From an optimization exercise on the open Yosys and OpenROAD flow, aimed at small area, a short achievable clock period and few clock cycles; shortcuts taken in it are not production practice. RTL that was checked went through simulation tests only; none was proved equivalent to the original. Power figures rest on the tool's default switching activity, not on a simulated workload.

// sixteen_lane_string_hash
module sixteen_lane_string_hash (
  input  wire logic                         clk,
  input  wire logic                         rst,
  input  wire logic                         s_tvalid,
  output      logic                         s_tready,
  input  wire logic [slsh_pkg::S_DATA_W-1:0] s_tdata,    
  input  wire logic                         s_tuser,    
  input  wire logic                         s_tlast,    
  output      logic                         m_tvalid,
  input  wire logic                         m_tready,
  output      logic [slsh_pkg::M_DATA_W-1:0] m_tdata,    
  output      logic                         m_tlast     
);
  localparam int L = slsh_pkg::LANES;
  localparam int W = slsh_pkg::LANE_W;
  logic                r_v, r_user, r_last;
  logic [slsh_pkg::SYM_W-1:0] r_byte;
  logic                k_v, k_user, k_last;
  logic [slsh_pkg::SYM_W-1:0] k_byte;
  slsh_pkg::sym_code_t r_code;    
  logic                in_fire;
  logic                go;        
  logic                take;      
  logic                space_ok;  
  slsh_pkg::sym_code_t [L-1:0] sl_code;
  logic [L-1:0]                sl_user;
  logic [L:0]                  sl_last;
  logic [L-1:0][W-1:0] lanes;
  logic [L-1:0][W-1:0] lanes_upd;
  logic                rst_q;   
  logic                a_v, b_v;
  logic [W-1:0]        a_w, b_w;
  slsh_pkg::lane_idx_t a_i, b_i;
  logic                push, pop;
  logic [W-1:0]        o_w;
  logic [W-1:0]        a_nw;    
  logic [W-1:0]        a_hl;
  slsh_pkg::hex_text_t hex;    
  logic [W/4-1:0]      a_ge;    
  ...
For scale: roughly 12,000 cells after synthesis, roughly 120 I/O pins, about 99,000 um2 of cells after synthesis.
export LEC_CHECK = 0
export ABC_AREA = 1
export CAP_MARGIN = 20
export CORE_MARGIN = 2
export CORE_UTILIZATION = 40
export SLEW_MARGIN = 20
create_clock -name core_clock -period 17.0 [get_ports {clk}]
standard.sh (not shown) runs the stock make flow with config.mk's settings and CLKGATE_MAP_FILE= SYNTH_SCRIPT=/design/flow/synth_recipe.tcl, a recipe that flattens the netlist after the stock synthesis.
==> flow/flow/run.sh <==
#!/bin/bash
# Standard layout with two changes:
#  - between synthesis and floorplan, flow/polarity.py pushes inverters through
#    full-adder cells (a full adder is self-dual), removing most of the inverters
#    synthesis leaves between the adders of the carry-save trees; registers are
#    not touched;
#  - timing repair aims for the setup margin in flow/margin (ns) instead of the
#    default, so that the achieved period is pushed below the clock period.
# The constraints (constraint.sdc) are the standard flow's, unchanged.
set -euo pipefail
work=$(pwd)
res=$work/orfs/results/${FLOW_PLATFORM:-sky130hd}/sixteen_lane_string_hash/base
margin=$(cat flow/margin 2>/dev/null || echo 0)
bash standard.sh synth > "$work/synth.log" 2>&1
cp "$res/1_2_yosys.v" "$work/1_2_yosys.orig.v"
python3 flow/polarity.py "$work/1_2_yosys.orig.v" "$res/1_2_yosys.v" > "$work/polarity.log" 2>&1
bash standard.sh "SETUP_SLACK_MARGIN=$margin" finish > "$work/layout.log" 2>&1
test -f out/final.def
Other scripts of this flow, unchanged in this note and not shown: flow/flow/margin, flow/flow/polarity.py
The first run finished with timing, DRC and antenna clean.
Rerun with:
--- a/flow/design.v
+++ b/flow/design.v
@@ -126,20 +126,21 @@
   logic                rst_q;   
   logic                a_v, b_v;
   logic [W-1:0]        a_w, b_w;
   slsh_pkg::lane_idx_t a_i, b_i;
   logic                push, pop;
   logic [W-1:0]        o_w;
   logic [W-1:0]        a_nw;    
   logic [W-1:0]        a_hl;
   slsh_pkg::hex_text_t hex;    
   logic [W/4-1:0]      a_ge;    
+  logic [W/4-1:0]      a_lt;    
   logic                a_last;
   slsh_pkg::lane_idx_t o_i;
   assign r_code   = slsh_pkg::code_of(r_byte);
   assign s_tready = !k_v;
   assign in_fire  = s_tvalid && !k_v;
   assign go       = !b_v;
   assign space_ok = !(|sl_last[L-2:0]);
   assign take     = go && r_v && !(sl_last[0] && r_user) && (!r_last || space_ok);
   always_ff @(posedge clk) begin
     rst_q <= rst;
@@ -14229,29 +14230,30 @@
     end
   end
   assign a_nw = b_v ? b_w : o_w;
   always_ff @(posedge clk) begin
     if (pop || !a_v) begin
       a_w    <= a_nw;
       a_i    <= b_v ? b_i : o_i;
       a_last <= b_v ? (b_i == slsh_pkg::lane_idx_t'(L - 1)) : (o_i == slsh_pkg::lane_idx_t'(L - 1));
       for (int n = 0; n < W / 4; n++) begin
         a_ge[n]        <= (a_nw[4*n +: 4] >= 4'd10);
+        a_lt[n]        <= (a_nw[4*n +: 4] < 4'd10);
         a_hl[4*n +: 4] <= (a_nw[4*n +: 4] >= 4'd10) ? a_nw[4*n +: 4] - 4'd9 : a_nw[4*n +: 4];
       end
     end
     if (push && a_v && !pop) begin
       b_w <= o_w;
       b_i <= o_i;
     end
   end
   always_comb begin
     hex = '0;
     for (int n = 0; n < W / 4; n++) begin
-      hex[8*n +: 8] = {1'b0, a_ge[n], !a_ge[n], !a_ge[n], a_hl[4*n +: 4]};
+      hex[8*n +: 8] = {1'b0, a_ge[n], a_lt[n], a_lt[n], a_hl[4*n +: 4]};
     end
   end
   assign m_tvalid = a_v;
   assign m_tlast  = a_last;
   assign m_tdata  = {{(slsh_pkg::M_DATA_W-slsh_pkg::M_FIELDS_W){1'b0}}, hex, a_w, a_i};
 endmodule
 `default_nettype wire
The new run passed the timing, DRC and antenna checks.
Power came out higher by 2.0%.
Global-route usage came out lower by 0.27 points.
Sequential power is about the same.
Cell count came out lower by 0.52%.
Sequential cell count came out higher by 8.
Die area barely changes.
Setup slack loses 0.0088 ns.
Clock skew came out lower by 0.022 ns.
Area after synthesis barely changes.
Register-to-register slack gains 0.09 ns.
Count of clock-buffer cells in the layout came out higher by 7.
Core utilization hardly moves.
First-iteration DRC count came out lower by 6.9%.
Testbench counts after the change, summed over its fixed seeds: cycles 20,899.
Function not checked in the first run of this note: the RTL went through the layout flow alone.

==> separate check: timing with driven ports <==
No port has a modelled driver above. Below, the same layouts with a new extraction and two added sets of constraints.
Step 1 (the two cells are an assumption about what drives the block):
set clk [get_ports {clk}]
set_driving_cell -lib_cell sky130_fd_sc_hd__clkbuf_16 $clk
set_driving_cell -lib_cell sky130_fd_sc_hd__buf_2 [delete_from_list [all_inputs] $clk]
Step 2 times the ports against the registers' clock, not the clock port: input delays grow and output delays shrink by t, the midpoint of the rising clock arrivals with the driver on.
a / b / c = no drivers / after step 1 / after step 2; a / b = the first two.
run | t, ns | setup slack, ns | clock arrival spread, ns | worst register clock-pin slew, ns | cell pins on the clock port's net
the first run | 0.887 | 12.007 / 11.906 / 11.367 | 0.092 / 0.092 | 0.08 / 0.08 | 1
the second run | 0.867 | 11.998 / 11.908 / 11.444 | 0.070 / 0.071 | 0.07 / 0.07 | 1
After both steps every run listed still meets setup and hold. The setup slack of the first run, which loses most, moves by -0.101 ns with the drivers and by -0.640 ns with both steps.
